From an optimization exercise on the open Yosys and OpenROAD flow, aimed at small area, a short achievable clock period and few clock cycles per item; shortcuts taken in it are not production practice.
The RTL was checked by simulation tests, not by an equivalence proof against the original design.
Power is estimated from default activity; no workload was simulated.

===== flow/design.v =====
`default_nettype none
package dtpg_pkg;
  localparam int MAX_DIM   = 1024;
  localparam int DIM_W     = 11;
  localparam int COORD_W   = 10;
  localparam int COLOR_W   = 16;
  localparam int STRIDE_W  = 12;
  localparam int ADDR_W    = 21;
  localparam int CFG_IDX_W = 3;
  localparam int CFG_DAT_W = 16;
  localparam int BAR_IDX_W = 3;
  localparam int BAR_CNT_W = 7;
  localparam logic [CFG_IDX_W-1:0] REG_MODE   = 3'd0;
  localparam logic [CFG_IDX_W-1:0] REG_SOLID  = 3'd1;
  localparam logic [CFG_IDX_W-1:0] REG_WIDTH  = 3'd2;
  localparam logic [CFG_IDX_W-1:0] REG_HEIGHT = 3'd3;
  localparam logic [CFG_IDX_W-1:0] REG_STRIDE = 3'd4;
  typedef struct packed {
    logic       qr;     
    logic       rp;     
    logic       rp2;    
    logic       norm;   
    logic       xs_a;   
    logic       xs_b;   
    logic       dbl;    
    logic       addx;   
    logic [3:0] bidx_n;   
  } seq_t;
  function automatic logic [COLOR_W-1:0] bar_color(input logic [BAR_IDX_W-1:0] idx);
    case (idx)
      3'd0:    bar_color = 16'hf800;
      3'd1:    bar_color = 16'h07e0;
      3'd2:    bar_color = 16'h001f;
      3'd3:    bar_color = 16'hffe0;
      3'd4:    bar_color = 16'hf81f;
      3'd5:    bar_color = 16'h07ff;
      3'd6:    bar_color = 16'hffff;
      default: bar_color = 16'h0000;
    endcase
  endfunction
endpackage
`default_nettype wire
`default_nettype none
module dtpg_div #(
  parameter int QW = 8,
  parameter int RW = 10
) (
  input  wire logic          clk,
  input  wire logic          clr,
  input  wire logic          dbl,
  input  wire logic          step,
  input  wire logic          rp,
  input  wire logic          rp2,
  input  wire logic          cin,
  input  wire logic [RW-1:0] d,
  output logic      [QW-1:0] q
);
  logic [QW-1:0] q_r, sq_r, q_n, qa, qb, q_hi, q_lo, q_d;
  logic [RW-1:0] r_r, sr_r, r_n, s1, r_hi, r_lo;
  logic [RW:0]   srd_r, x2, s2;
  logic          c2, ge, co1, co2;
  dtpg_add #(.N(RW))   u_s1 (.a(r_r), .b(sr_r), .ci(1'b0), .s(s1), .co(co1));
  dtpg_add #(.N(RW+1)) u_s2 (.a({1'b0, r_r}), .b(x2), .ci(c2), .s(s2), .co(co2));
  always_comb begin
    x2 = dbl ? {2'b11, ~d[RW-1:1]} : srd_r;
    c2 = dbl ? !(d[0] && !cin) : rp2;
    ge = !s2[RW];
    qa = q_r + sq_r;
    qb = qa + 1'b1;
    r_hi = dbl ? {s2[RW-2:0], cin ^ d[0]} : s2[RW-1:0];
    r_lo = dbl ? {r_r[RW-2:0], cin} : s1;
    q_hi = dbl ? {q_r[QW-2:0], 1'b1} : qb;
    q_lo = dbl ? {q_r[QW-2:0], 1'b0} : qa;
    r_n  = ge ? r_hi : r_lo;
    q_n  = ge ? q_hi : q_lo;
  end
  always_comb begin
    if (clr)               q_d = '0;
    else if (dbl || step)  q_d = q_n;
    else                   q_d = q_r;
  end
  always_ff @(posedge clk) begin
    q_r <= q_d;
    if (clr) begin
      r_r <= '0;
    end else if (dbl || step) begin
      r_r <= r_n;
    end
    if (rp) begin
      sq_r  <= q_r;
      sr_r  <= r_r;
      srd_r <= {1'b1, ~d};
    end else if (rp2) begin
      srd_r <= s2;
    end
  end
  assign q = q_r;
endmodule
`default_nettype wire
`default_nettype none
module dtpg_add #(
  parameter int N = 11
) (
  input  wire logic [N-1:0] a,
  input  wire logic [N-1:0] b,
  input  wire logic         ci,
  output logic      [N-1:0] s,
  output logic              co
);
  localparam int L = (N <= 2) ? 1 : (N <= 4) ? 2 : (N <= 8) ? 3 : (N <= 16) ? 4 : 5;
  logic [N-1:0] g [0:L];
  logic [N-1:0] p [0:L];
  logic [N-1:0] h;
  always_comb begin
    h    = a ^ b;
    g[0] = a & b;
    p[0] = h;
    g[0][0] = (a[0] & b[0]) | (h[0] & ci);
    for (int l = 1; l <= L; l++) begin
      for (int i = 0; i < N; i++) begin
        if (i >= (1 << (l - 1))) begin
          g[l][i] = g[l-1][i] | (p[l-1][i] & g[l-1][i - (1 << (l - 1))]);
          p[l][i] = p[l-1][i] & p[l-1][i - (1 << (l - 1))];
        end else begin
          g[l][i] = g[l-1][i];
          p[l][i] = p[l-1][i];
        end
      end
    end
    s[0] = h[0] ^ ci;
    for (int i = 1; i < N; i++) s[i] = h[i] ^ g[L][i-1];
    co = g[L][N-1];
  end
endmodule
`default_nettype wire
`default_nettype none
import dtpg_pkg::*;
module dtpg_ctrl (
  input  wire logic                  clk,
  input  wire logic                  rst_n,
  input  wire logic                  cfg_we,
  input  wire logic [CFG_IDX_W-1:0]  cfg_index,
  input  wire logic                  in_tvalid,
  output logic                       in_tready,
  input  wire logic                  in_restart,
  input  wire logic                  out_free,
  output logic                       emit,        
  output logic                       emit_rst,    
  output dtpg_pkg::seq_t             seq
);
  logic       v0_r, v1_r, e0_r, e1_r;
  logic       push, head_rst;
  logic       wr_dim, wr_stride;
  logic       idle_r, qr_r, rp_r, rp2_r, norm_r, xs_r, addx_r;
  logic [4:0] cnt_r, cnt_n;
  assign in_tready = !v1_r;
  assign push      = in_tvalid && !v1_r;
  assign head_rst  = v0_r && e0_r;
  assign emit      = idle_r && v0_r && out_free;
  assign emit_rst  = e0_r;
  always_ff @(posedge clk) begin
    if (!rst_n) begin
      v0_r <= 1'b0;
      v1_r <= 1'b0;
    end else begin
      if (emit) begin
        v0_r <= v1_r || push;
        v1_r <= 1'b0;
      end else if (push) begin
        v0_r <= 1'b1;
        v1_r <= v0_r;
      end
    end
    if (emit) begin
      e0_r <= v1_r ? e1_r : in_restart;
    end else if (push && !v0_r) begin
      e0_r <= in_restart;
    end
    if (push) e1_r <= in_restart;
  end
  assign wr_dim    = cfg_we && (cfg_index == REG_WIDTH || cfg_index == REG_HEIGHT);
  assign wr_stride = cfg_we && (cfg_index == REG_STRIDE) && !qr_r && !rp_r && !rp2_r;
  logic idle_n, qr_n, rp_n, rp2_n, norm_n, xs_n, addx_n;
  always_comb begin
    {idle_n, qr_n, rp_n, rp2_n, norm_n, xs_n, addx_n} = {idle_r, qr_r, rp_r, rp2_r, norm_r, xs_r, addx_r};
    cnt_n = cnt_r;
    if (!rst_n || wr_dim) begin
      {idle_n, qr_n, rp_n, rp2_n, norm_n, xs_n, addx_n} = 7'b0100000;
      cnt_n = 5'd7;
    end else if (wr_stride) begin
      {idle_n, qr_n, rp_n, rp2_n, norm_n, xs_n, addx_n} = 7'b0000100;
    end else begin
      if (qr_r || xs_r) cnt_n = cnt_r - 1'b1;
      if (qr_r && cnt_r == 5'd0) begin
        qr_n = 1'b0;
        rp_n = 1'b1;
      end
      if (rp_r) begin
        rp_n  = 1'b0;
        rp2_n = 1'b1;
      end
      if (rp2_r) begin
        rp2_n  = 1'b0;
        idle_n = head_rst;
        norm_n = !head_rst;
      end
      if (norm_r) begin
        norm_n = 1'b0;
        idle_n = head_rst;
        xs_n   = !head_rst;
        cnt_n  = 5'd20;
      end
      if (xs_r) begin
        if (head_rst) begin
          xs_n   = 1'b0;
          idle_n = 1'b1;
        end else if (cnt_r == 5'd0) begin
          xs_n   = 1'b0;
          addx_n = 1'b1;
        end
      end
      if (addx_r) begin
        addx_n = 1'b0;
        idle_n = 1'b1;
      end
    end
  end
  logic xsa_r, xsb_r, dbl_r;
  always_ff @(posedge clk) begin
    cnt_r <= cnt_n;
    {idle_r, qr_r, rp_r, rp2_r, norm_r, xs_r, addx_r} <= {idle_n, qr_n, rp_n, rp2_n, norm_n, xs_n, addx_n};
    xsa_r <= xs_n && cnt_n[0];
    xsb_r <= xs_n && !cnt_n[0];
    dbl_r <= qr_n || (xs_n && cnt_n[0]);
  end
  logic [4:0] cnt_dec;
  assign cnt_dec = cnt_r - 1'b1;
  always_comb begin
    seq.qr     = qr_r;
    seq.rp     = rp_r;
    seq.rp2    = rp2_r;
    seq.norm   = norm_r;
    seq.xs_a   = xsa_r;
    seq.xs_b   = xsb_r;
    seq.dbl    = dbl_r;
    seq.addx   = addx_r;
    seq.bidx_n = norm_r ? 4'd10 : cnt_dec[4:1];
  end
endmodule
`default_nettype wire
`default_nettype none
import dtpg_pkg::*;
module dtpg_dp (
  input  wire logic                  clk,
  input  wire logic                  rst_n,
  input  wire logic                  cfg_we,
  input  wire logic [CFG_IDX_W-1:0]  cfg_index,
  input  wire logic [CFG_DAT_W-1:0]  cfg_wdata,
  input  wire logic                  emit,
  input  wire logic                  emit_rst,
  input  dtpg_pkg::seq_t             seq,
  output logic                       out_tvalid,
  input  wire logic                  out_tready,
  output logic                       out_free,
  output logic [63:0]                out_tdata,
  output logic                       out_tlast
);
  logic [1:0]           mode_r;
  logic [COLOR_W-1:0]   solid_r;
  logic [COORD_W-1:0]   wm1_r, hm1_r;
  logic [STRIDE_W-1:0]  stride_r;
  logic [COORD_W-1:0]   wr_m1;
  logic                 wr_dim;
  always_comb begin
    if (cfg_wdata[DIM_W-1:0] == '0) wr_m1 = '0;
    else if (cfg_wdata[COORD_W])    wr_m1 = COORD_W'(MAX_DIM - 1);
    else                            wr_m1 = cfg_wdata[COORD_W-1:0] - 1'b1;
  end
  assign wr_dim = cfg_we && (cfg_index == REG_WIDTH || cfg_index == REG_HEIGHT);
  always_ff @(posedge clk) begin
    if (!rst_n) begin
      mode_r   <= 2'd0;
      solid_r  <= 16'h001f;
      wm1_r    <= 10'd319;
      hm1_r    <= 10'd239;
      stride_r <= 12'd320;
    end else if (cfg_we) begin
      case (cfg_index)
        REG_MODE:   mode_r   <= cfg_wdata[1:0];
        REG_SOLID:  solid_r  <= cfg_wdata;
        REG_WIDTH:  wm1_r    <= wr_m1;
        REG_HEIGHT: hm1_r    <= wr_m1;
        REG_STRIDE: stride_r <= cfg_wdata[STRIDE_W-1:0];
        default:    ;
      endcase
    end
  end
  logic [BAR_CNT_W-1:0] bwm1;
  logic [COORD_W-1:0]   wm1_m7;
  assign wm1_m7 = wm1_r - 10'd7;
  always_ff @(posedge clk) bwm1 <= (wm1_r < 10'd7) ? '0 : wm1_m7[COORD_W-1:3];
  logic [COORD_W-1:0] x_r, y_r, x_n, y_n;
  logic               eol_r, eof_r, fresh_r, valid_r;
  logic               xbit_r, ybit_r;
  logic               upd, adv, kill, xbit, ybit;
  logic [COORD_W:0]   y_inc;
  logic               xwrap, ywrap;
  assign xbit  = xbit_r;
  assign ybit  = ybit_r;
  assign upd   = emit || cfg_we;
  assign adv   = upd && !fresh_r;      
  assign kill  = emit && emit_rst;     
  assign y_inc = {1'b0, y_r} + 1'b1;
  assign xwrap = (x_r > wm1_r);
  assign ywrap = xwrap ? (y_inc > {1'b0, hm1_r}) : (y_r > hm1_r);
  always_comb begin
    x_n = x_r;
    y_n = y_r;
    if (kill) begin
      x_n = '0;
      y_n = '0;
    end else if (adv) begin
      x_n = eol_r ? '0 : x_inc;
      if (eol_r) y_n = eof_r ? '0 : y_inc[COORD_W-1:0];
    end else if (seq.norm) begin
      if (xwrap) x_n = '0;
      if (ywrap) y_n = '0;
      else if (xwrap) y_n = y_inc[COORD_W-1:0];
    end
  end
  logic [COORD_W-1:0] x_inc;
  logic               w_is1, h_is1, eq_x, eq_xp1, eq_y, eq_yp1, eol_n, eof_n;
  always_comb begin
    x_inc  = x_r + 1'b1;
    w_is1  = (wm1_r == '0);
    h_is1  = (hm1_r == '0);
    eq_x   = (x_r == wm1_r);
    eq_xp1 = (x_inc == wm1_r);
    eq_y   = (y_r == hm1_r);
    eq_yp1 = (y_inc[COORD_W-1:0] == hm1_r);
    if (kill)          eol_n = w_is1;
    else if (adv)      eol_n = eol_r ? w_is1 : eq_xp1;
    else if (seq.norm) eol_n = xwrap ? w_is1 : eq_x;
    else               eol_n = eq_x;
    if (kill)                eof_n = h_is1;
    else if (adv && eol_r)   eof_n = eof_r ? h_is1 : eq_yp1;
    else if (adv)            eof_n = eq_y;
    else if (seq.norm)       eof_n = ywrap ? h_is1 : xwrap ? eq_yp1 : eq_y;
    else                     eof_n = eq_y;
  end
  always_ff @(posedge clk) begin
    if (!rst_n) begin
      x_r     <= '0;
      y_r     <= '0;
      eol_r   <= 1'b0;
      eof_r   <= 1'b0;
      fresh_r <= 1'b1;
      valid_r <= 1'b0;
    end else begin
      x_r   <= x_n;
      y_r   <= y_n;
      eol_r  <= eol_n;
      eof_r  <= eof_n;
      if (cfg_we)     fresh_r <= 1'b1;
      else if (emit)  fresh_r <= 1'b0;
      if (emit)            valid_r <= 1'b1;
      else if (out_tready) valid_r <= 1'b0;
    end
  end
  always_ff @(posedge clk) begin
    xbit_r <= (seq.bidx_n < 4'd10) && x_r[seq.bidx_n];
    ybit_r <= (seq.bidx_n < 4'd10) && y_r[seq.bidx_n];
  end
  logic [7:0] rq, gq;
  dtpg_div #(.QW(8), .RW(COORD_W)) u_red (
    .clk  (clk),
    .clr  (!rst_n || wr_dim || kill || (adv && eol_r) || seq.norm || w_is1),
    .dbl  (seq.dbl),
    .step ((adv && !eol_r) || (seq.xs_b && xbit)),
    .rp   (seq.rp),
    .rp2  (seq.rp2),
    .cin  (seq.qr),
    .d    (wm1_r),
    .q    (rq)
  );
  dtpg_div #(.QW(8), .RW(COORD_W)) u_green (
    .clk  (clk),
    .clr  (!rst_n || wr_dim || kill || (adv && eol_r && eof_r) || seq.norm || h_is1),
    .dbl  (seq.dbl),
    .step ((adv && eol_r && !eof_r) || (seq.xs_b && ybit)),
    .rp   (seq.rp),
    .rp2  (seq.rp2),
    .cin  (seq.qr),
    .d    (hm1_r),
    .q    (gq)
  );
  logic [BAR_IDX_W-1:0] bq_r;
  logic [BAR_CNT_W-1:0] bc_r;
  logic [BAR_CNT_W+1:0] bt;
  logic                 beq, bge;
  always_comb begin
    beq = (bc_r == bwm1);
    bt  = {1'b0, bc_r, xbit} - {2'b00, bwm1} - 1'b1;
    bge = !bt[BAR_CNT_W+1];
  end
  logic [BAR_IDX_W-1:0] bq_d;
  always_comb begin
    bq_d = bq_r;
    if (kill || (adv && eol_r) || seq.norm) bq_d = '0;
    else if (seq.xs_a)                      bq_d = bq_r[2] ? 3'd7 : {bq_r[1:0], bge};
    else if (adv && bq_r != 3'd7)           bq_d = bq_r + {2'b00, beq};
  end
  always_ff @(posedge clk) begin
    bq_r <= bq_d;
    if (kill || (adv && eol_r) || seq.norm) begin
      bc_r <= '0;
    end else if (seq.xs_a) begin
      bc_r <= bge ? bt[BAR_CNT_W-1:0] : {bc_r[BAR_CNT_W-2:0], xbit};
    end else if (adv) begin
      bc_r <= beq ? '0 : bc_r + 1'b1;
    end
  end
  logic [ADDR_W-1:0]  addr_r, ad_a, ad_b, ad_s;
  logic [STRIDE_W:0]  delta_r;
  logic               ad_co;
  always_ff @(posedge clk) delta_r <= {1'b0, stride_r} - {3'b000, wm1_r};
  always_comb begin
    ad_a = seq.xs_a ? {addr_r[ADDR_W-2:0], 1'b0} : addr_r;
    if (seq.addx)      ad_b = ADDR_W'(x_r);
    else if (seq.xs_a) ad_b = ybit ? ADDR_W'(stride_r) : '0;
    else if (eol_r)    ad_b = {{(ADDR_W-STRIDE_W-1){delta_r[STRIDE_W]}}, delta_r};
    else               ad_b = ADDR_W'(1);
  end
  dtpg_add #(.N(ADDR_W)) u_ad (.a(ad_a), .b(ad_b), .ci(1'b0), .s(ad_s), .co(ad_co));
  always_ff @(posedge clk) begin
    if (kill || (adv && eol_r && eof_r) || seq.norm) addr_r <= '0;
    else if (adv || seq.xs_a || seq.addx)           addr_r <= ad_s;
  end
  logic                is_grad, is_bar, is_solid;
  logic [COLOR_W-1:0]  color, pal;
  always_comb begin
    is_grad  = (mode_r == 2'd1);
    is_bar   = (mode_r == 2'd2);
    is_solid = !is_grad && !is_bar;
    pal      = dtpg_pkg::bar_color(bq_r);
    color    = ({COLOR_W{is_grad}}  & {rq[7:3], gq[7:2], ~rq[7:3]}) |
               ({COLOR_W{is_bar}}   & pal) |
               ({COLOR_W{is_solid}} & solid_r);
  end
  assign out_free   = !valid_r || out_tready;
  assign out_tvalid = valid_r;
  assign out_tdata  = {7'd0, addr_r, y_r, x_r, color};
  assign out_tlast  = eol_r && eof_r;
endmodule
`default_nettype wire
`default_nettype none
import dtpg_pkg::*;
module display_test_pattern_generator (
  input  wire logic                           clk,
  input  wire logic                           rst_n,
  input  wire logic                           cfg_we,
  input  wire logic [dtpg_pkg::CFG_IDX_W-1:0] cfg_index,
  input  wire logic [dtpg_pkg::CFG_DAT_W-1:0] cfg_wdata,
  input  wire logic                           in_tvalid,
  output logic                                in_tready,
  input  wire logic [7:0]                     in_tdata,    
  output logic                                out_tvalid,
  input  wire logic                           out_tready,
  output logic [63:0]                         out_tdata,
  output logic                                out_tlast    
);
  logic           out_free, emit, emit_rst;
  dtpg_pkg::seq_t seq;
  dtpg_ctrl u_ctrl (
    .clk        (clk),
    .rst_n      (rst_n),
    .cfg_we     (cfg_we),
    .cfg_index  (cfg_index),
    .in_tvalid  (in_tvalid),
    .in_tready  (in_tready),
    .in_restart (in_tdata[0]),
    .out_free   (out_free),
    .emit       (emit),
    .emit_rst   (emit_rst),
    .seq        (seq)
  );
  dtpg_dp u_dp (
    .clk        (clk),
    .rst_n      (rst_n),
    .cfg_we     (cfg_we),
    .cfg_index  (cfg_index),
    .cfg_wdata  (cfg_wdata),
    .emit       (emit),
    .emit_rst   (emit_rst),
    .seq        (seq),
    .out_tvalid (out_tvalid),
    .out_tready (out_tready),
    .out_free   (out_free),
    .out_tdata  (out_tdata),
    .out_tlast  (out_tlast)
  );
endmodule
`default_nettype wire

===== flow/run.sh =====
#!/bin/bash
# synth_recipe.tcl (not shown) runs the flow's synth.tcl, then flattens the netlist and writes it again
# the make line also repeats each setting of config.mk as NAME=value (left out here)
make -C /OpenROAD-flow-scripts/flow DESIGN_CONFIG=/design/flow/config.mk WORK_HOME=/design/flow/orfs CLKGATE_MAP_FILE= SYNTH_SCRIPT=/design/flow/synth_recipe.tcl finish

===== flow/config.mk =====
export PLATFORM = sky130hd
export DESIGN_NAME = display_test_pattern_generator
export DESIGN_NICKNAME = display_test_pattern_generator
export VERILOG_FILES = /design/flow/design.v
export SDC_FILE = /design/flow/constraint.sdc
export NUM_CORES = 4
export LEC_CHECK = 0
export CAP_MARGIN = 20
export CORE_MARGIN = 2
export CORE_UTILIZATION = 40
export SETUP_SLACK_MARGIN = 4.6
export SLEW_MARGIN = 20
export TNS_END_PERCENT = 5

===== flow/constraint.sdc =====
create_clock -name core_clock -period 7.5 [get_ports {clk}]
set_input_delay 1.5000 -clock core_clock [delete_from_list [all_inputs] [get_ports {clk}]]
set_output_delay 1.5000 -clock core_clock [all_outputs]
set_load 0.01 [all_outputs]

==> impl_metrics.ini, run 1 <==
[outcome]
status = finished clean

[worst_setup_path]
end_kind = flip-flop
worstPathArrival_ns = 3.82
r2r_slack_ns = 4.15
r2r_end = u_dp.u_green.r_r[1]
cp.required_ns = 7.98
critPathLaunchType = flip-flop
reg2reg_depth = 11
cp_max_fo = 10
worstSetupPathType = flip-flop to flip-flop
r2r-start = u_ctrl.dbl_r

[grt]
grt_pass1_vias = 14247
grt_start_max_net_pins = 64
antenna_found_initial = 0
grt_overflow = 0
grt_usage = 0.232
grt_pass1_wl_um = 78500

[timing]
min_period_over_period = 0.446
hold_viol = 0
setup_tns_ns = 0
finalCriticalPeriod_ns = 3.35
finalSetupViolations = 0
holdWs_ns = 0.467
rsz0062_at_grt = yes
finClkSkew_ns = 0.0144
setup_slack_ns = 4.15
tightest_slew_ns = 0.940
report.final.slew_viol_count = 0
fmax_mhz = 299
slew_headroom = 0.368

[power_and_ir_drop]
p_total_mw = 3.89
power_density_mw_per_mm2 = 191
leakagePower_nw = 8.51
ir_drop_mv = 0.159

[worst_hold_path]
min-delay-start = u_dp.solid_r[13]
hold_path_end = u_dp.solid_r[13]
min_path_cells = 2
min-delay-path-class = flip-flop to flip-flop

[place]
port_buffers = 84
gp_congestion = 0.844
dpl_cell_area_mm2 = 0.0176
dp_hpwl_um = 33800
place_ws_ns = 2.55

[finish]
drive_gt1_frac = 0.208
design_area_mm2 = 0.0204
syn2layout_area_growth_pct = 25.1
fillers = 3732
antenna_cells = 0
final_nets = 2204

[detailed_routing]
drt_iter0_markers = 1323
first_pass_iters = 6
viasPerCell = 5.71
route.detailed.drc = 0
wire_per_inst_um = 19.1
dr_total_vias = 14765
drt_wl_total_um = 49500
drtAntennaViolNets = 0

[synthesis]
synth_ff_type = dfxtp_1
syn-cell-area_mm2 = 0.0163
synthSimpleGateAreaFrac = 0.180
synthXorXnorAreaFrac = 0.0612
synth_edf_count = 58
yosysSeqAreaShare = 0.330
syn_area_per_cell_um2 = 8.71
synth.area.mux_share = 0.0663
synth_top_family_by_area = compound AO/OA/AOI/OAI gates
synth_adder_area_share = 0.114
postSynth.asyncResetShare = 0
synthDistinctLibCells = 77
yosys_warnings = 12
yosys_register_bits = 240
synth_cells = 1874
synth_compound_area_frac = 0.204

[clocking]
clkTransAtPathRegs_ns = 0.06
clockBufferDepth = 3
tritoncts = built
cts_buffers = 29
clockRootBuffer = clkbuf_16
h-tree-depth = 1
clock_latency_ns = 0.57
cts.sinks = 240

[floorplanning]
die_w_um = 206
rows = 74
io_pins = 99
dieArea_mm2 = 0.0424
initial_utilization = 0.403
core_area_mm2 = 0.0406
die_h_um = 206

[run]
drv_cap = 0
[power by group]
part           total (mW)  switching, mW  internal, mW
sequential           1.49         0.0908          1.40
combinational       0.910          0.467         0.444
clock                1.49          0.602         0.888
total                3.89           1.16          2.73
[layout by cell type, fill, tap and decap left out, types with 29 or more instances in the layout]
cell,synthesis,routed
mux2_2,59,56
inv_1,95,89
clkdlybuf4s50_1,0,65
nor2_1,110,103
xnor2_1,71,67
clkbuf_16,0,33
buf_4,7,96
ha_1,131,118
xor2_1,43,42
o21ai_0,95,82
dfxtp_1,182,153
a21boi_0,33,31
nand2_1,216,203
a21o_1,29,29
nor3_1,37,31
o211ai_1,32,32
a21oi_1,115,107
nand3_1,53,49
edfxtp_1,58,58
[cell type report]
type	instances	area, µm²	share of cell area
Inverter	96	380	0.0186
Multi-Input combinational cell	1462	11100	0.544
Timing Repair inverter	1	6.26	0.000306
Timing Repair Buffer	200	1790	0.0877
Tap cell	532	666	0.0326
Sequential cell	240	5450	0.267
Clock inverter	16	143	0.00698
Clock buffer	37	871	0.0426
[metal layers]
metal	part of all wire	global-route usage	vias to the layer above
met4	0.026	0.0696	0
li1	-	-	7177
met3	0.046	0.0266	79
met1	0.45	0.305	7137
met5	0	0	-
met2	0.48	0.398	372
[state kept, by name, indices dropped and copies added, names as in the netlist, 11 cells and up]
| register | flops |
|---|---|
| u_dp.delta_r | 13 |
| u_dp.addr_r | 21 |
| u_dp.solid_r | 16 |
| u_dp.u_green.srd_r | 11 |
| u_dp.u_red.srd_r | 11 |
| u_dp.stride_r | 12 |
[worst max-delay path: stages (launching register included)]
cell and delay, ns:
dfxtp_4 0.37, clkinv_8 0.08, mux2_2 0.36, ha_4 0.26, nor2b_2 0.15, o31a_1 0.33, o211a_1 0.28, o211a_4 0.27
or3_4 0.44, and2_4 0.21, mux2_4 0.30, a221oi_2 0.20
[cell usage after synthesis, types with 13 or more instances]
library cell | instances | share of area
xnor2_1 | 71 | 0.038
nor2b_1 | 31 | 0.012
o211ai_1 | 32 | 0.015
o21ai_0 | 95 | 0.029
inv_1 | 95 | 0.022
edfxtp_1 | 58 | 0.11
clkbuf_1 | 66 | 0.015
dfxtp_1 | 182 | 0.22
a21oi_1 | 115 | 0.035
a211oi_1 | 19 | 0.0087
nand3_1 | 53 | 0.016
nand3b_1 | 13 | 0.0060
or3_1 | 13 | 0.0050
nand2_1 | 216 | 0.050
and3_1 | 23 | 0.0088
a22oi_1 | 22 | 0.010
nand2b_1 | 18 | 0.0069
a31oi_1 | 18 | 0.0069
xor2_1 | 43 | 0.023
nand4_1 | 15 | 0.0057
mux2i_1 | 29 | 0.018
nor2_1 | 110 | 0.025
nor3_1 | 37 | 0.011
ha_1 | 131 | 0.10
a21o_1 | 29 | 0.013
a221o_1 | 13 | 0.0080
mux2_2 | 59 | 0.041
and2_1 | 27 | 0.010
a21boi_0 | 33 | 0.015
[cells by family after synthesis]
kind of cell               after synthesis
adders and majority gates              142
other                                    1
and+or+nand+nor                        606
xor gates and xnor gates               114
AOI/OAI and AO/OA                      495
muxes                                   94
buffers and inverters                  182
DFF                                    240
[worst max-delay path by stage]
stage / slack (ns) / depth (start not counted) / startpoint / end
6_report: 4.15 / 11 / u_ctrl.dbl_r / u_dp.u_green.r_r[1]
5_1_grt: 4.05 / 12 / u_ctrl.dbl_r / u_dp.u_green.r_r[1]
4_1_cts: 4.15 / 7 / u_dp.bq_r[1] / out_tdata[15]
3_5_place_dp: 2.55 / 9 / cfg_we / u_dp.u_red.q_r[7]
3_3_place_gp: 2.59 / 9 / cfg_we / u_dp.u_red.q_r[7]
2_1_floorplan: 4.00 / 17 / u_ctrl.dbl_r / u_dp.u_green.r_r[1]
[metrics by stage]
step,std cells,util
finish,2584,0.504
global route,2584,0.504
CTS,2550,0.493
detailed placement,2420,0.435
global placement,2420,0.434
floorplan,1880,-
[repair_timing]
item	4_1_cts	5_1_grt
pin swaps	56	29
hold endpoints to repair	0	0
gates cloned	8	1
endpoints found under the setup margin	203	200
hold buffers	0	0
buffers inserted	69	33
resized for setup	248	51
Testbench counts, summed over its fixed seeds: cycles 30,016, items 29,696.
==> inputs of run 2 (changes only) <==
--- a/flow/config.mk
+++ b/flow/config.mk
@@ -10,3 +10,3 @@
 export CORE_UTILIZATION = 40
-export SETUP_SLACK_MARGIN = 4.6
+export SETUP_SLACK_MARGIN = 4.2
 export SLEW_MARGIN = 20
==> impl_metrics.ini, run 2 <==
[outcome]
status = finished clean

[worst_setup_path]
cp_slowest_cell = dfxtp_4
slowest_delay_ns = 0.36
path_cells = inv_2 > ha_4 > and2_4 > a221o_1 > clkdlybuf4s15_2
cp.required_ns = 6.00
cp_max_fo = 6
crit_family = flip-flops
worstSetupPathType = flip-flop to output pin
end_kind = output pin
worstPathArrival_ns = 1.89
path_buf_inv = 2
critPathLaunchType = flip-flop
r2r_slack_ns = 4.17

[timing]
min_period_over_period = 0.452
finalSetupViolations = 0
tightest_slew_ns = 1.01
slew_headroom = 0.321
finClkSkew_ns = 0.0182
setup_tns_ns = 0
finalCriticalPeriod_ns = 3.39
rsz0062_at_grt = yes
holdWs_ns = 0.473
fmax_mhz = 295
report.final.slew_viol_count = 0
hold_viol = 0

[finish]
final_nets = 2172
antenna_cells = 0
largest_reg_flops = 21
final_common_cell = nand2_1
drive_gt1_frac = 0.179
syn2layout_area_growth_pct = 21.8
reg.largest.list = u_dp.addr_r (21), u_dp.solid_r (16), u_dp.delta_r (13)
final_cell_mix = 205 x nand2_1, 162 x dfxtp_1, 124 x ha_1
top_register = u_dp.addr_r

[place]
gp_congestion = 0.855
port_buffers = 84
dp_hpwl_um = 34000

[clocking]
h-tree-depth = 1
clockBufferDepth = 3
cts_hold_buf = 0
clockRootBuffer = clkbuf_16
cts.sinks = 240
clock_latency_ns = 0.57
clkTransAtPathRegs_ns = 0.06
tritoncts = built
cts_buffers = 29

[synthesis]
yosys.area.top_type = dfxtp_1
yosys_register_bits = 240
synth.top_cell.area_share = 0.223
synth_cells = 1874
synthTopCellsByCount = 216 x nand2_1, 182 x dfxtp_1, 131 x ha_1
synth_ff_type = dfxtp_1
netlist_top_cells_area = dfxtp_1 22%, edfxtp_1 11%, ha_1 10%, nand2_1 5.0%, mux2_2 4.1%
synth_edf_count = 58
synthDistinctLibCells = 77
yosysSeqAreaShare = 0.330
syn_area_per_cell_um2 = 8.71
yosys_warnings = 12
yosysMostFrequentCell = nand2_1
syn-cell-area_mm2 = 0.0163
postSynth.asyncResetShare = 0

[worst_hold_path]
min-delay-path-class = flip-flop to flip-flop

[power_and_ir_drop]
ir_drop_mv = 0.122
power_density_mw_per_mm2 = 188
leakagePower_nw = 8.27

[grt]
grt_start_max_net_pins = 64
grt_pass1_wl_um = 75000
grt_pass1_vias = 13726
grt_overflow = 0
grt_usage = 0.220
antenna_found_initial = 0

[detailed_routing]
route.detailed.drc = 0
viasPerCell = 5.72
dr_total_vias = 14615
drtAntennaViolNets = 0
first_pass_iters = 6
drt_iter0_markers = 1182
wire_per_inst_um = 18.9
drt_wl_total_um = 48300

[floorplanning]
initial_utilization = 0.403
io_pins = 99
rows = 74
core_area_mm2 = 0.0406
die_h_um = 206
dieArea_mm2 = 0.0424
die_w_um = 206

[run]
drv_cap = 0
-- run 2: cell counts after synthesis --
No cell type changed its count.
-- run 2: repair_timing --
action / in CTS / in global routing
cloned: 5 / 3
setup buffers: 21 / 50
endpoints found under the setup margin: 122 / 134
pin swaps: 19 / 32
resized for setup: 169 / 71
-- run 2: worst reg2reg max path, delay by kind of cell, from the launching register on --
kind	cells	cell delay (ns)
compound gates	5	0.87
fa+ha+maj	3	0.97
flops	1	0.38
simple gates	2	0.21
buf+inv	1	0.05
mux	1	0.55
xor+xnor	1	0.23
-- run 2: logic make-up (layout without fill, tap and decap cells) --
group / after synthesis / count (layout) / share of synthesized area
xor gates and xnor gates: 114 / 116 / 0.0612
and+or+nand+nor: 606 / 608 / 0.180
muxes: 94 / 94 / 0.0663
adders and majority gates: 142 / 142 / 0.114
AOI/OAI and AO/OA: 495 / 495 / 0.204
DFF: 240 / 240 / 0.330
other: 1 / 7 / 0.000230
buffers and inverters: 182 / 319 / 0.0447
-- run 2: power by group --
| group | internal, mW | switching, mW | leakage [nW] |
|---|---|---|---|
| combinational | 0.426 | 0.449 | 5.79 |
| sequential | 1.40 | 0.0905 | 2.02 |
| clock | 0.780 | 0.597 | 0.465 |
| total | 2.61 | 1.14 | 8.27 |
-- run 2: metal layers --
metal  vias to the layer above  track usage  part of all wire
met4                         0       0.0584             0.023
li1                       7115            -                 -
met5                         -            0                 0
met3                        72       0.0274             0.047
met1                      7023        0.294              0.45
met2                       405        0.374              0.48
-- run 2: final timing paths --
kind                                       start                end  cells past startpoint
worst max register to register       u_ctrl.qr_r  u_dp.u_red.r_r[0]                     13
worst min-delay path            u_dp.solid_r[15]   u_dp.solid_r[15]                      2
worst max-delay path              u_dp.mode_r[0]       out_tdata[5]                      5
worst min register to register  u_dp.solid_r[15]   u_dp.solid_r[15]                      2
-- run 2: layout make-up --
class	count	area [µm²]
fillers	3783	20700
multi-input cells	1462	10900
repair inverters	1	6.26
repair buffers	168	1530
clock inverters	16	96.3
clock buffers	38	831
well taps	532	666
flip-flops and latches	240	5450
inverters	96	378
-- run 2: per-stage QoR --
| stage | setup slack (ns) | cell area (µm²) | instances | total power, mW | util |
|---|---|---|---|---|---|
| floorplan | 4.00 | 16500 | 1880 | 2.12 | - |
| global placement | 2.65 | 17600 | 2420 | 2.30 | 0.434 |
| detailed placement | 2.55 | 17600 | 2420 | 2.32 | 0.435 |
| CTS | 4.06 | 19200 | 2500 | 3.72 | 0.474 |
| global route | 4.03 | 19900 | 2553 | 3.92 | 0.490 |
| finish | 4.11 | 19900 | 2553 | 3.74 | 0.490 |
==> inputs of run 3 (changes only) <==
--- a/flow/config.mk
+++ b/flow/config.mk
@@ -10,2 +10,4 @@
 export CORE_UTILIZATION = 40
+export CTS_BUF_LIST = sky130_fd_sc_hd__clkbuf_4 sky130_fd_sc_hd__clkbuf_8
+export CTS_CLUSTER_SIZE = 30
 export SETUP_SLACK_MARGIN = 4.2
==> impl_metrics.ini, run 3 <==
[grt]
grt_usage = 0.224
antenna_found_initial = 0
grt_start_max_net_pins = 64
grt_pass1_vias = 13890
grt_overflow = 0
grt_pass1_wl_um = 75600

[finish]
antenna_cells = 0
largest_reg_flops = 21
top_register = u_dp.addr_r
final_nets = 2188
syn2layout_area_growth_pct = 21.8
post-route-util = 0.490
drive_gt1_frac = 0.188
fillers = 3825
final_cell_mix = 206 x nand2_1, 161 x dfxtp_1, 124 x ha_1
reg.largest.list = u_dp.addr_r (21), u_dp.solid_r (16), u_dp.delta_r (13)
design_area_mm2 = 0.0199
final_common_cell = nand2_1

[power_and_ir_drop]
pwr-share-comb = 0.235
ir_drop_mv = 0.117
p_switching_mw = 1.14
switching_share = 0.305
p_total_mw = 3.74
power_density_mw_per_mm2 = 188
intPower_mw = 2.60
leakagePower_nw = 8.30
clock_power_share = 0.367
seqPwrFrac = 0.398

[worst_setup_path]
crit_family = buffers and inverters
cp.required_ns = 6.00
r2r-start = u_ctrl.dbl_r
path_buf_inv = 3
worstSetupPathType = flip-flop to output pin
worstPathArrival_ns = 1.89
path_cells = buf_4 > ha_4 > buf_8 > a221o_1 > buf_2
cp_slowest_cell = a221o_1
end_kind = output pin
critPathLaunch = u_dp.mode_r[0]
critPathLaunchType = flip-flop
cp_max_fo = 8
slowest_delay_ns = 0.34

[detailed_routing]
wire_per_inst_um = 18.8
dr_total_vias = 14685
route.detailed.drc = 0
drtAntennaViolNets = 0
first_pass_iters = 6
drt_iter0_markers = 1232
viasPerCell = 5.68
drt_wl_total_um = 48500

[timing]
finClkSkew_ns = 0.0337
slew_headroom = 0.297
min_period_over_period = 0.452
finalCriticalPeriod_ns = 3.39
tightest_slew_ns = 1.05
hold_viol = 0
setup_tns_ns = 0
fmax_mhz = 295
rsz0062_at_grt = yes
report.final.slew_viol_count = 0
finalSetupViolations = 0

[synthesis]
synth.top_cell.area_share = 0.223
netlist_top_cells_area = dfxtp_1 22%, edfxtp_1 11%, ha_1 10%, nand2_1 5.0%, mux2_2 4.1%
yosys_register_bits = 240
synth_ff_type = dfxtp_1
synthTopCellsByCount = 216 x nand2_1, 182 x dfxtp_1, 131 x ha_1
yosysSeqAreaShare = 0.330
yosysMostFrequentCell = nand2_1
yosys_warnings = 12
synthDistinctLibCells = 77
postSynth.asyncResetShare = 0
synth_cells = 1874
syn-cell-area_mm2 = 0.0163
yosys.area.top_type = dfxtp_1
syn_area_per_cell_um2 = 8.71
synth_edf_count = 58

[floorplanning]
die_w_um = 206
die_h_um = 206
rows = 74
initial_utilization = 0.403
core_area_mm2 = 0.0406
dieArea_mm2 = 0.0424
io_pins = 99

[outcome]
status = finished clean

[worst_hold_path]
min-delay-path-class = flip-flop to flip-flop
min-delay-start = u_dp.solid_r[12]

[clocking]
cts_buffers = 46
clockBufferDepth = 3
clock_latency_ns = 0.62
clockRootBuffer = clkbuf_8
cts_hold_buf = 0
h-tree-depth = 2
cts.sinks = 240
clkTransAtPathRegs_ns = 0.06
tritoncts = built

[place]
dpl_cell_area_mm2 = 0.0176
dp_hpwl_um = 34000
gp_congestion = 0.855
port_buffers = 84

[run]
drv_cap = 0
==> run 3: cell counts after synthesis <==
Identical to the previous run, type by type.
==> run 3: metal layers <==
layer,wire length [µm],GRT usage
met1,21900,0.294
met2,22800,0.372
met3,2280,0.0320
met4,1490,0.0827
met5,0,0
==> run 3: cells by family (layout without fill, tap and decap cells) <==
kind of cell             after synthesis  in the layout  share of synthesized area
flip-flops                           240            240                      0.330
XOR/XNOR                             114            115                     0.0612
other                                  1              7                   0.000230
multiplexers                          94             94                     0.0663
AND/OR/NAND/NOR                      606            607                      0.180
AO/OA/AOI/OAI                        495            495                      0.204
adder cells (fa/ha/maj)              142            142                      0.114
buffers and inverters                182            352                     0.0447
==> run 3: final timing paths <==
path | endpoint | cells after the start | slack (ns)
max | out_tdata[3] | 5 | 4.11
min | u_dp.solid_r[12] | 2 | 0.47
max reg2reg | u_dp.u_green.r_r[1] | 12 | 4.13
min reg2reg | u_dp.solid_r[12] | 2 | 0.47
==> run 3: timing repair <==
action,in CTS,in global routing
resized for setup,173,65
setup buffers,28,44
pin swaps,25,39
endpoints found under the hold margin,0,0
cloned,5,1
setup endpoints to repair,122,134
==> run 3: area by class of cell <==
class / instances / area, µm² / area share
flip-flops and latches: 240 / 5440 / 0.274
clock buffers: 72 / 910 / 0.0457
clock inverters: 14 / 61.3 / 0.00308
repair buffers: 169 / 1540 / 0.0773
inverters: 96 / 380 / 0.0191
well taps: 532 / 666 / 0.0335
multi-input cells: 1460 / 10900 / 0.547
repair inverters: 1 / 8.76 / 0.000440
==> run 3: worst reg2reg max path: stages, from the launching register on <==
cell and delay [ns]:
dfxtp_4 0.39, inv_12 0.09, mux2i_4 0.25, fa_2 0.26, fa_2 0.24, nor2b_2 0.05
o31a_1 0.33, o211a_1 0.28, o211a_4 0.29, or3_4 0.42, and2_4 0.21, mux2_4 0.30
a221oi_2 0.20
==> run 3: metrics by stage <==
step                setup slack [ns]  std cells  hold slack [ns]
floorplan                       4.00       1880            0.442
global placement                2.65       2420            0.458
detailed placement              2.55       2420            0.460
CTS                             4.03       2539            0.473
global route                    4.02       2584            0.494
finish                          4.11       2584            0.473
==> run 3: power by group through the flow <==
stage	clock, mW	sequential (mW)	combinational, mW
floorplan	0	1.49	0.635
global placement	0	1.52	0.780
detailed placement	0	1.52	0.797
CTS	1.41	1.49	0.833
global route	1.46	1.50	0.973
finish	1.37	1.49	0.878
==> inputs of run 4 (changes only) <==
==> flow/flow/run.sh (new file) <==
#!/bin/bash
# Standard layout (standard synthesis unchanged), with the port buffers made from plain
# buffers instead of the delay cells buffer_ports picks by default.
set -e
export BUFFER_PORTS_ARGS="-buffer_cell sky130_fd_sc_hd__buf_2"
bash standard.sh > standard.log 2>&1
==> flow/standard.sh (new file) <==
#!/bin/bash
# synth_recipe.tcl (not shown) runs the flow's synth.tcl, then flattens the netlist and writes it again
# the make line also repeats each setting of config.mk as NAME=value (left out here)
make -C /OpenROAD-flow-scripts/flow DESIGN_CONFIG=/design/flow/config.mk WORK_HOME=/design/flow/orfs CLKGATE_MAP_FILE= SYNTH_SCRIPT=/design/flow/synth_recipe.tcl "${@:-finish}"
--- a/flow/config.mk
+++ b/flow/config.mk
@@ -10,5 +10,3 @@
 export CORE_UTILIZATION = 40
-export CTS_BUF_LIST = sky130_fd_sc_hd__clkbuf_4 sky130_fd_sc_hd__clkbuf_8
-export CTS_CLUSTER_SIZE = 30
-export SETUP_SLACK_MARGIN = 4.2
+export SETUP_SLACK_MARGIN = 4.0
 export SLEW_MARGIN = 20
removed: flow/run.sh
==> impl_metrics.ini, run 4 <==
[outcome]
status = finished clean

[power_and_ir_drop]
p_total_mw = 3.89
ir_drop_mv = 0.153
leakagePower_nw = 8.02
power_density_mw_per_mm2 = 206

[synthesis]
postSynth.asyncResetShare = 0
synth.top_cell.area_share = 0.223
synth_edf_count = 58
synthTopCellsByCount = 216 x nand2_1, 182 x dfxtp_1, 131 x ha_1
yosysMostFrequentCell = nand2_1
yosysSeqAreaShare = 0.330
yosys_warnings = 12
synth_cells = 1874
syn-cell-area_mm2 = 0.0163
yosys.area.top_type = dfxtp_1
synthDistinctLibCells = 77
syn_area_per_cell_um2 = 8.71
netlist_top_cells_area = dfxtp_1 22%, edfxtp_1 11%, ha_1 10%, nand2_1 5.0%, mux2_2 4.1%
synth_ff_type = dfxtp_1
yosys_register_bits = 240

[clocking]
clock_latency_ns = 0.58
clockRootBuffer = clkbuf_16
clockBufferDepth = 3
clkTransAtPathRegs_ns = 0.06
cts.sinks = 240
h-tree-depth = 1
cts_buffers = 29
tritoncts = built

[timing]
setup_tns_ns = 0
tightest_slew_ns = 0.991
setup_slack_ns = 3.95
slew_headroom = 0.338
hold_viol = 0
finClkSkew_ns = 0.0217
finalCriticalPeriod_ns = 3.55
rsz0062_at_grt = yes
finalSetupViolations = 0
fmax_mhz = 282
min_period_over_period = 0.473
report.final.slew_viol_count = 0

[finish]
design_area_mm2 = 0.0188
final_common_cell = nand2_1
antenna_cells = 0
largest_reg_flops = 21
fillers = 3898
final_nets = 2114
syn2layout_area_growth_pct = 15.3
post-route-util = 0.464
top_register = u_dp.addr_r
reg.largest.list = u_dp.addr_r (21), u_dp.solid_r (16), u_dp.delta_r (13)
drive_gt1_frac = 0.161
final_cell_mix = 214 x nand2_1, 169 x dfxtp_1, 127 x ha_1

[detailed_routing]
wire_per_inst_um = 18.7
drt_wl_total_um = 46700
drtAntennaViolNets = 0
route.detailed.drc = 0
viasPerCell = 5.71
first_pass_iters = 5
drt_iter0_markers = 846
dr_total_vias = 14236

[grt]
grt_start_max_net_pins = 64
antenna_found_initial = 0
grt_pass1_vias = 13719
grt_pass1_wl_um = 73500
grt_overflow = 0
grt_usage = 0.215

[floorplanning]
die_w_um = 206
rows = 74
initial_utilization = 0.403
die_h_um = 206
dieArea_mm2 = 0.0424
io_pins = 99
core_area_mm2 = 0.0406

[worst_setup_path]
worstPathArrival_ns = 2.05
cp.required_ns = 6.00
reg2reg_depth = 13
cp_max_fo = 8
r2r_slack_ns = 4.04
critPathLaunchType = flip-flop
r2r_end = u_dp.addr_r[16]
endpoint = out_tdata[9]
critPathLaunch = u_dp.bq_r[2]
r2r-start = u_ctrl.xsa_r
end_kind = output pin
worstSetupPathType = flip-flop to output pin

[place]
dpl_cell_area_mm2 = 0.0172
port_buffers = 84
dp_hpwl_um = 33900
place_ws_ns = 2.68
gp_congestion = 0.858

[run]
drv_cap = 0

[worst_hold_path]
min-delay-path-class = flip-flop to flip-flop
==> run 4: where the power goes <==
group          internal, mW  switching [mW]  leakage, nW  total [mW]
combinational         0.374           0.439         5.47       0.814
sequential             1.40          0.0900         2.02        1.49
clock                 0.991           0.589        0.532        1.58
==> run 4: final cells by class <==
| cell class | instances | area [µm²] | area share |
|---|---|---|---|
| clock buffer | 39 | 843 | 0.0448 |
| multi-input combinational | 1459 | 10600 | 0.562 |
| sequential | 240 | 5410 | 0.288 |
| inverter | 96 | 373 | 0.0198 |
| timing repair buffer | 114 | 709 | 0.0377 |
| tap | 532 | 666 | 0.0354 |
| clock inverter | 15 | 234 | 0.0124 |
==> run 4: how the worst min path moves through the flow <==
| stage | slack (ns) | depth (start not counted) | startpoint | endpoint |
|---|---|---|---|---|
| 6_report | 0.47 | 2 | u_dp.solid_r[14] | u_dp.solid_r[14] |
| 4_1_cts | 0.47 | 2 | u_dp.solid_r[14] | u_dp.solid_r[14] |
| 2_1_floorplan | 0.44 | 2 | u_dp.solid_r[2] | u_dp.solid_r[2] |
| 3_3_place_gp | 0.45 | 2 | u_dp.solid_r[14] | u_dp.solid_r[14] |
| 3_5_place_dp | 0.46 | 2 | u_dp.solid_r[4] | u_dp.solid_r[4] |
| 5_1_grt | 0.50 | 2 | u_dp.addr_r[0] | u_dp.addr_r[0] |
==> run 4: metrics by stage <==
step | hold WS, ns | std cells
floorplan | 0.442 | 1880
global placement | 0.453 | 2421
detailed placement | 0.460 | 2421
CTS | 0.470 | 2488
global route | 0.497 | 2495
finish | 0.466 | 2495
==> run 4: cells by family after synthesis <==
family	count (synthesis)	synth area share
simple gates	606	0.180
flops	240	0.330
buf+inv	182	0.0447
xor+xnor	114	0.0612
mux	94	0.0663
compound gates	495	0.204
fa+ha+maj	142	0.114
other cells	1	0.000230
==> run 4: what timing repair did <==
item | 4_1_cts | 5_1_grt
setup buffers | 12 | 5
hold buffers | 0 | 0
gates resized for setup | 41 | 41
endpoints found under the hold margin | 0 | 0
setup endpoints to repair | 75 | 76
pin swaps | 5 | 11
gates cloned | 1 | 2
==> run 4: worst max-delay path, cell delays in order, from the launching register on <==
cell and delay [ns]:
dfxtp_2 0.39, nand2_1 0.10, xnor2_1 0.13, and2_1 0.29
a221o_1 0.38, buf_2 0.17
==> run 4: metal layers <==
layer	vias to the layer above	wire [µm]	share of wire	track usage
li1	7010	-	-	-
met1	6856	21200	0.45	0.278
met2	289	22200	0.48	0.369
met3	81	1780	0.038	0.0276
met4	0	1490	0.032	0.0732
met5	-	0	0	0
==> inputs of run 5 (changes only) <==
--- a/flow/config.mk
+++ b/flow/config.mk
@@ -10,3 +10,3 @@
 export CORE_UTILIZATION = 40
-export SETUP_SLACK_MARGIN = 4.0
+export SETUP_SLACK_MARGIN = 4.2
 export SLEW_MARGIN = 20
==> impl_metrics.ini, run 5 <==
[outcome]
status = finished clean

[power_and_ir_drop]
ir_drop_mv = 0.161
power_density_mw_per_mm2 = 197
leakagePower_nw = 8.12

[grt]
grt_pass1_vias = 13870
grt_usage = 0.222
grt_pass1_wl_um = 75400
grt_overflow = 0
grt_start_max_net_pins = 64
antenna_found_initial = 0

[place]
port_buffers = 84
place_ws_ns = 2.72
gp_congestion = 0.877
dp_hpwl_um = 33800

[finish]
top_register = u_dp.addr_r
antenna_cells = 0
final_cell_mix = 214 x nand2_1, 162 x dfxtp_1, 124 x ha_1
largest_reg_flops = 21
syn2layout_area_growth_pct = 16.9
fillers = 3860
post-route-util = 0.470
reg.largest.list = u_dp.addr_r (21), u_dp.solid_r (16), u_dp.delta_r (13)
final_common_cell = nand2_1
final_nets = 2130
drive_gt1_frac = 0.175

[floorplanning]
io_pins = 99
dieArea_mm2 = 0.0424
die_h_um = 206
die_w_um = 206
core_area_mm2 = 0.0406
rows = 74
initial_utilization = 0.403

[worst_setup_path]
path_buf_inv = 2
crit_family = flip-flops
end_kind = output pin
cp_max_fo = 6
cp_slowest_cell = dfxtp_2
worstPathArrival_ns = 1.88
slowest_delay_ns = 0.35
path_cells = inv_1 > ha_4 > and2_4 > a221o_1 > buf_2
cp.required_ns = 6.00
worstSetupPathType = flip-flop to output pin
critPathLaunchType = flip-flop

[timing]
setup_tns_ns = 0
finalCriticalPeriod_ns = 3.38
hold_viol = 0
fmax_mhz = 296
rsz0062_at_grt = yes
finClkSkew_ns = 0.0286
finalSetupViolations = 0
min_period_over_period = 0.451
tightest_slew_ns = 1.06
setup_slack_ns = 4.12
slew_headroom = 0.288
report.final.slew_viol_count = 0

[synthesis]
postSynth.asyncResetShare = 0
yosysSeqAreaShare = 0.330
yosysMostFrequentCell = nand2_1
syn-cell-area_mm2 = 0.0163
synthDistinctLibCells = 77
yosys_register_bits = 240
netlist_top_cells_area = dfxtp_1 22%, edfxtp_1 11%, ha_1 10%, nand2_1 5.0%, mux2_2 4.1%
synth_ff_type = dfxtp_1
synth.top_cell.area_share = 0.223
yosys.area.top_type = dfxtp_1
yosys_warnings = 12
syn_area_per_cell_um2 = 8.71
synthTopCellsByCount = 216 x nand2_1, 182 x dfxtp_1, 131 x ha_1
synth_cells = 1874
synth_edf_count = 58

[clocking]
h-tree-depth = 1
cts.sinks = 240
clock_latency_ns = 0.59
clockBufferDepth = 3
tritoncts = built
clockRootBuffer = clkbuf_16
clkTransAtPathRegs_ns = 0.06
cts_buffers = 29

[detailed_routing]
first_pass_iters = 5
dr_total_vias = 14333
drt_iter0_markers = 970
drt_wl_total_um = 47800
wire_per_inst_um = 19.0
viasPerCell = 5.71
drtAntennaViolNets = 0
route.detailed.drc = 0

[run]
drv_cap = 0

[worst_hold_path]
min-delay-path-class = flip-flop to flip-flop
run 5: cell types whose count changed in the layout (fill, tap and decap cells not counted), sizes merged:
cell and change:
bufbuf +4, clkinvlp -1, bufinv -4, inv +1, buf +12, clkdlybuf4s15 +1, clkbuf +6, clkinv -3
run 5: path summary, 6_finish.rpt:
path | cells past startpoint | start | slack [ns] | to
max | 5 | u_dp.mode_r[0] | 4.12 | out_tdata[9]
max reg2reg | 13 | u_dp.eol_r | 4.12 | u_dp.addr_r[18]
min reg2reg | 2 | u_dp.solid_r[12] | 0.46 | u_dp.solid_r[12]
min | 2 | u_dp.solid_r[12] | 0.46 | u_dp.solid_r[12]
run 5: power breakdown:
| part | internal [mW] | switching [mW] | total (mW) |
|---|---|---|---|
| clock | 0.853 | 0.587 | 1.44 |
| combinational | 0.389 | 0.442 | 0.831 |
| sequential | 1.40 | 0.0899 | 1.49 |
run 5: timing repair:
item	4_1_cts	5_1_grt
gates resized for setup	95	32
cloned	6	1
endpoints found under the hold margin	0	0
setup endpoints to repair	95	96
setup buffers	21	9
pin swaps	22	24
hold buffers	0	0
run 5: worst min-delay path: stages (launching register included):
cell and delay (ns):
dfxtp_1 0.31, nand2_1 0.04, a21boi_0 0.06
run 5: layout make-up:
type	instances	area, µm²	area share
Inverter	96	373	0.0195
Clock buffer	47	865	0.0453
Timing Repair inverter	1	6.26	0.000328
Multi-Input combinational cell	1459	10700	0.563
Clock inverter	7	90.1	0.00472
Sequential cell	240	5440	0.285
Timing Repair Buffer	129	903	0.0474
Tap cell	532	666	0.0349
run 5: logic make-up after synthesis:
group                    count (synthesis)  share of synthesized area
buffers and inverters                  182                     0.0447
adder cells (fa/ha/maj)                142                      0.114
multiplexers                            94                     0.0663
other                                    1                   0.000230
AND/OR/NAND/NOR                        606                      0.180
AO/OA/AOI/OAI                          495                      0.204
flip-flops                             240                      0.330
XOR/XNOR                               114                     0.0612
run 5: through the flow:
stage / power [mW] / hold WS [ns] / cells / cell area [µm²]
3_5_place_dp: 2.30 / 0.460 / 2420 / 17200
5_1_grt: 3.94 / 0.499 / 2511 / 19100
4_1_cts: 3.78 / 0.468 / 2501 / 18900
6_report: 3.76 / 0.462 / 2511 / 19100
2_1_floorplan: 2.12 / 0.442 / 1880 / 16500
3_3_place_gp: 2.28 / 0.453 / 2420 / 17200
run 5: routing by layer:
layer,share of wire,vias to the layer above,GRT usage
li1,-,7010,-
met1,0.45,6920,0.288
met2,0.48,324,0.380
met3,0.042,79,0.0268
met4,0.033,0,0.0793
met5,0,-,0
==> inputs of run 6 (changes only) <==
--- a/flow/flow/run.sh
+++ b/flow/flow/run.sh
@@ -5,2 +5,3 @@
 export BUFFER_PORTS_ARGS="-buffer_cell sky130_fd_sc_hd__buf_2"
+export CTS_ARGS="-sink_clustering_enable -repair_clock_nets -dont_use_dummy_load"
 bash standard.sh > standard.log 2>&1
--- a/flow/config.mk
+++ b/flow/config.mk
@@ -10,3 +10,3 @@
 export CORE_UTILIZATION = 40
-export SETUP_SLACK_MARGIN = 4.2
+export SETUP_SLACK_MARGIN = 4.4
 export SLEW_MARGIN = 20
==> impl_metrics.ini, run 6 <==
[worst_setup_path]
cp_max_fo = 7
critPathLaunchType = flip-flop
r2r_slack_ns = 4.18
worstPathArrival_ns = 1.85
critPathLaunch = u_dp.bq_r[1]
r2r-start = u_ctrl.dbl_r
r2r_end = u_dp.u_green.r_r[1]
reg2reg_depth = 11
worstSetupPathType = flip-flop to output pin
end_kind = output pin
cp.required_ns = 6.00

[clocking]
cts.sinks = 240
clockBufferDepth = 3
clkTransAtPathRegs_ns = 0.05
tritoncts = built
h-tree-depth = 1
clockRootBuffer = clkbuf_16
cts_buffers = 29
clock_latency_ns = 0.57

[finish]
design_area_mm2 = 0.0192
syn2layout_area_growth_pct = 17.7
final_common_cell = nand2_1
antenna_cells = 0
final_cell_mix = 211 x nand2_1, 160 x dfxtp_1, 121 x ha_1
post-route-util = 0.474
reg.largest.list = u_dp.addr_r (21), u_dp.solid_r (16), u_dp.delta_r (13)
final_nets = 2162
largest_reg_flops = 21
top_register = u_dp.addr_r
fillers = 3857
drive_gt1_frac = 0.191

[power_and_ir_drop]
clock_power_share = 0.339
seqPwrFrac = 0.422
p_switching_mw = 1.06
power_density_mw_per_mm2 = 184
ir_drop_mv = 0.176
leakagePower_nw = 8.18
switching_share = 0.300
pwr-share-comb = 0.239
intPower_mw = 2.48

[timing]
setup_slack_ns = 4.15
finClkSkew_ns = 0.0493
slew_headroom = 0.247
setup_tns_ns = 0
hold_viol = 0
report.final.slew_viol_count = 0
tightest_slew_ns = 1.13
finalCriticalPeriod_ns = 3.35
fmax_mhz = 299
rsz0062_at_grt = yes
min_period_over_period = 0.447
finalSetupViolations = 0

[synthesis]
syn_area_per_cell_um2 = 8.71
yosys_register_bits = 240
synthTopCellsByCount = 216 x nand2_1, 182 x dfxtp_1, 131 x ha_1
yosysSeqAreaShare = 0.330
synth.top_cell.area_share = 0.223
netlist_top_cells_area = dfxtp_1 22%, edfxtp_1 11%, ha_1 10%, nand2_1 5.0%, mux2_2 4.1%
yosys_warnings = 12
synth_compound_area_frac = 0.204
synthSimpleGateAreaFrac = 0.180
yosysMostFrequentCell = nand2_1
synthXorXnorAreaFrac = 0.0612
syn-cell-area_mm2 = 0.0163
postSynth.asyncResetShare = 0
synthDistinctLibCells = 77
synth_ff_type = dfxtp_1
synth_edf_count = 58
synth.area.mux_share = 0.0663
synth_cells = 1874
yosys.area.top_type = dfxtp_1
synth_top_family_by_area = compound AO/OA/AOI/OAI gates
synth_adder_area_share = 0.114

[grt]
grt_pass1_wl_um = 74500
antenna_found_initial = 0
grt_overflow = 0
grt_start_max_net_pins = 64
grt_usage = 0.220
grt_pass1_vias = 13572

[detailed_routing]
dr_total_vias = 14463
drt_wl_total_um = 47800
viasPerCell = 5.74
route.detailed.drc = 0
drtAntennaViolNets = 0
drt_iter0_markers = 1143
first_pass_iters = 5
wire_per_inst_um = 19.0

[worst_hold_path]
hold_path_end = u_dp.solid_r[13]
min_path_cells = 2
min-delay-path-class = flip-flop to flip-flop
min-delay-start = u_dp.solid_r[13]

[floorplanning]
initial_utilization = 0.403
die_h_um = 206
core_area_mm2 = 0.0406
io_pins = 99
rows = 74
die_w_um = 206
dieArea_mm2 = 0.0424

[run]
drv_cap = 0

[place]
port_buffers = 84
dp_hpwl_um = 33800
place_ws_ns = 3.01
dpl_cell_area_mm2 = 0.0172
gp_congestion = 0.846

[outcome]
status = finished clean
[run 6: critical path: stages, from the launching register on]
cell	delay, ns
dfxtp_4	0.38
nand2_1	0.10
xnor2_1	0.14
and2_4	0.18
a221o_1	0.34
buf_2	0.17
[run 6: worst max path at each step]
stage,endpoint,slack (ns)
floorplan,u_dp.u_green.r_r[1],4.00
global placement,u_dp.u_red.q_r[7],3.05
detailed placement,u_dp.u_red.q_r[7],3.01
CTS,u_dp.u_red.r_r[0],4.16
global route,u_dp.u_green.r_r[1],4.04
finish,out_tdata[10],4.15
[run 6: layout make-up]
class	count	area, µm²	area share
flip-flops and latches	240	5440	0.283
repair buffers	161	1170	0.0608
inverters	96	380	0.0198
well taps	532	666	0.0347
multi-input cells	1459	10800	0.563
repair inverters	1	6.26	0.000326
clock buffers	29	726	0.0378
[run 6: what timing repair did]
item | CTS | global route
pin swaps | 32 | 27
cloned | 6 | 0
hold buffers | 0 | 0
setup buffers | 34 | 28
endpoints found under the setup margin | 105 | 106
resized for setup | 115 | 32
[run 6: per-layer routing]
metal | up-vias | GRT usage | wire length, µm
met5 | - | 0 | 0
met4 | 0 | 0.0747 | 1440
met3 | 80 | 0.0273 | 2160
met2 | 368 | 0.374 | 22800
met1 | 6960 | 0.288 | 21400
li1 | 7055 | - | -
[run 6: per-stage QoR]
stage               instances  total power [mW]  hold WS, ns
finish                   2518              3.54        0.471
global placement         2421              2.28        0.453
floorplan                1880              2.12        0.442
CTS                      2490              3.54        0.475
global route             2518              3.71        0.494
detailed placement       2421              2.30        0.461
[run 6: logic make-up (layout without fill, tap and decap cells)]
family,Yosys count,count (layout)
XOR/XNOR,114,115
flip-flops,240,240
adder cells (fa/ha/maj),142,142
other,1,7
AND/OR/NAND/NOR,606,606
AO/OA/AOI/OAI,495,495
multiplexers,94,94
buffers and inverters,182,287
[run 6: power by group through the flow]
stage / sequential (mW) / clock (mW) / combinational, mW
floorplan: 1.49 / 0 / 0.635
global placement: 1.52 / 0 / 0.763
detailed placement: 1.52 / 0 / 0.778
CTS: 1.49 / 1.22 / 0.827
global route: 1.50 / 1.27 / 0.937
finish: 1.49 / 1.20 / 0.847
==> inputs of run 7 (changes only) <==
--- a/flow/config.mk
+++ b/flow/config.mk
@@ -10,3 +10,3 @@
 export CORE_UTILIZATION = 40
-export SETUP_SLACK_MARGIN = 4.4
+export SETUP_SLACK_MARGIN = 4.2
 export SLEW_MARGIN = 20
==> impl_metrics.ini, run 7 <==
[timing]
finalCriticalPeriod_ns = 3.39
holdWs_ns = 0.462
finalSetupViolations = 0
min_period_over_period = 0.452
report.final.slew_viol_count = 0
fmax_mhz = 295
tightest_slew_ns = 1.11
slew_headroom = 0.256
finClkSkew_ns = 0.0470
hold_viol = 0
setup_tns_ns = 0
rsz0062_at_grt = yes
setup_slack_ns = 4.11

[finish]
final_common_cell = nand2_1
largest_reg_flops = 21
reg.largest.list = u_dp.addr_r (21), u_dp.solid_r (16), u_dp.delta_r (13)
final_cell_mix = 214 x nand2_1, 163 x dfxtp_1, 125 x ha_1
top_register = u_dp.addr_r
syn2layout_area_growth_pct = 15.4
drive_gt1_frac = 0.168
antenna_cells = 0
layoutNonFillerInstCount = 2491
design_area_mm2 = 0.0188
final_nets = 2135

[worst_setup_path]
path_cells = nand2_1 > xnor2_1 > and2_4 > a221o_1 > buf_2
path_buf_inv = 1
worstSetupPathType = flip-flop to output pin
r2r-start = u_dp.eol_r
slowest_delay_ns = 0.40
cp_max_fo = 8
end_kind = output pin
critPathLaunchType = flip-flop
critPathLaunch = u_dp.bq_r[2]
cp_slowest_cell = dfxtp_2
crit_family = flip-flops
worstPathArrival_ns = 1.89
cp.required_ns = 6.00

[grt]
grt_start_max_net_pins = 64
grt_pass1_vias = 13803
grt_pass1_wl_um = 74700
antenna_found_initial = 0
grt_overflow = 0
grt_usage = 0.220

[clocking]
clock_latency_ns = 0.58
clockRootBuffer = clkbuf_16
cts.sinks = 240
h-tree-depth = 1
clockBufferDepth = 3
cts_buffers = 29
tritoncts = built
clkTransAtPathRegs_ns = 0.05
cts_hold_buf = 0

[synthesis]
synth.area.mux_share = 0.0663
synth_edf_count = 58
synth_top_family_by_area = compound AO/OA/AOI/OAI gates
yosysSeqAreaShare = 0.330
synthXorXnorAreaFrac = 0.0612
postSynth.asyncResetShare = 0
synthSimpleGateAreaFrac = 0.180
syn-cell-area_mm2 = 0.0163
synth_cells = 1874
synth_adder_area_share = 0.114
netlist_top_cells_area = dfxtp_1 22%, edfxtp_1 11%, ha_1 10%, nand2_1 5.0%, mux2_2 4.1%
yosysMostFrequentCell = nand2_1
synth_ff_type = dfxtp_1
syn_area_per_cell_um2 = 8.71
yosys_register_bits = 240
synth.top_cell.area_share = 0.223
synthDistinctLibCells = 77
synth_compound_area_frac = 0.204
yosys.area.top_type = dfxtp_1
yosys_warnings = 12
synthTopCellsByCount = 216 x nand2_1, 182 x dfxtp_1, 131 x ha_1

[outcome]
status = finished clean

[floorplanning]
dieArea_mm2 = 0.0424
initial_utilization = 0.403
io_pins = 99
rows = 74
die_h_um = 206
die_w_um = 206
core_area_mm2 = 0.0406

[power_and_ir_drop]
leakagePower_nw = 8.01
power_density_mw_per_mm2 = 188
p_switching_mw = 1.07
intPower_mw = 2.48
seqPwrFrac = 0.421
clock_power_share = 0.337
switching_share = 0.302
ir_drop_mv = 0.159
pwr-share-comb = 0.242

[worst_hold_path]
min-delay-path-class = flip-flop to flip-flop
min-delay-start = u_dp.solid_r[14]

[place]
dpl_cell_area_mm2 = 0.0172
gp_congestion = 0.877
port_buffers = 84
place_inst = 2420
dp_hpwl_um = 33800
place_ws_ns = 2.72

[detailed_routing]
route.detailed.drc = 0
first_pass_iters = 5
viasPerCell = 5.71
wire_per_inst_um = 19.0
drtAntennaViolNets = 0
drt_iter0_markers = 977
dr_total_vias = 14222
drt_wl_total_um = 47200

[run]
drv_cap = 0
==> run 7: power by group through the flow <==
stage               clock (mW)  combinational [mW]  sequential (mW)
floorplan                    0               0.635             1.49
global placement             0               0.762             1.52
detailed placement           0               0.780             1.52
CTS                       1.23               0.824             1.49
global route              1.28               0.952             1.50
finish                    1.20               0.858             1.49
==> run 7: final cells by class <==
class	instances	area [µm²]
inverter	96	375
timing repair inverter	1	8.76
timing repair buffer	133	936
tap	532	666
clock buffer	29	726
fill	3882	21700
sequential	240	5430
multi-input combinational	1460	10700
==> run 7: stage by stage <==
step                       util  power [mW]
after floorplan               -        2.12
after global placement    0.424        2.28
after detailed placement  0.424        2.30
after CTS                 0.458        3.54
after global routing      0.464        3.73
final                     0.464        3.55
==> run 7: worst reg2reg max path, cell delays in order (launching register included) <==
cell	delay (ns)
dfxtp_2	0.37
nor3b_1	0.16
buf_4	0.15
a222oi_1	0.50
inv_1	0.21
fa_2	0.46
a21oi_4	0.18
o211ai_1	0.15
a41oi_2	0.36
buf_4	0.18
o31ai_1	0.06
a21oi_1	0.19
xnor2_1	0.15
nand2_1	0.08
a21oi_1	0.16
==> run 7: what timing repair did <==
item | CTS | global route
buffers inserted | 17 | 18
gates cloned | 6 | 1
gates resized for setup | 87 | 24
setup endpoints to repair | 97 | 97
pin swaps | 17 | 20
==> run 7: path summary, 6_finish.rpt <==
kind	to	slack (ns)	cells after the start
setup / recovery	out_tdata[7]	4.11	5
hold / removal	u_dp.solid_r[14]	0.46	2
setup reg to reg	u_dp.addr_r[14]	4.11	14
hold reg to reg	u_dp.solid_r[14]	0.46	2
==> run 7: cell families (layout without fill, tap and decap cells) <==
logic type / after synthesis / in the layout
AND/OR/NAND/NOR: 606 / 607
AO/OA/AOI/OAI: 495 / 495
flip-flops: 240 / 240
buffers and inverters: 182 / 259
adder cells (fa/ha/maj): 142 / 142
XOR/XNOR: 114 / 115
multiplexers: 94 / 94
other: 1 / 7
==> run 7: layer usage <==
metal | part of all wire | vias up | GRT usage
met5 | 0 | - | 0
met4 | 0.037 | 0 | 0.0844
met3 | 0.045 | 93 | 0.0293
met2 | 0.47 | 339 | 0.372
met1 | 0.45 | 6794 | 0.286
li1 | - | 6996 | -

==> what the ideal ports hide <==
The flow's constraints put no driver on any port. The routed layouts listed below were extracted and timed again, unchanged, in two steps.
Step 1 sets driving cells, clkbuf_16 on the clock port and buf_2 on the other inputs (assumed; they add their load-dependent delay and slew).
Step 2 times the ports against the registers' clock, not the clock port: input delays grow and output delays shrink by t, the midpoint of the rising clock arrivals with the driver on.
Slacks: ideal ports / drivers / drivers and shift; pairs: ideal ports / drivers.
run | shift t [ns] | slack for setup (ns) | worst setup path after step 2 | cell pins on the clock port's net
run 1 | 0.616 | 4.152 / 4.112 / 3.589 | input to register | 1
run 2 | 0.619 | 4.111 / 4.054 / 3.560 | input to register | 1
run 3 | 0.649 | 4.109 / 4.058 / 3.528 | input to register | 1
run 4 | 0.625 | 3.949 / 3.891 / 3.470 | input to register | 1
run 5 | 0.626 | 4.117 / 4.063 / 3.526 | input to register | 1
run 6 | 0.601 | 4.151 / 4.098 / 3.594 | input to register | 1
run 7 | 0.614 | 4.108 / 4.052 / 3.547 | input to register | 1
After both steps every run listed still meets setup and hold. For run 5, which loses most, drivers alone change the setup slack by -0.054 ns; drivers and shift together by -0.591 ns.
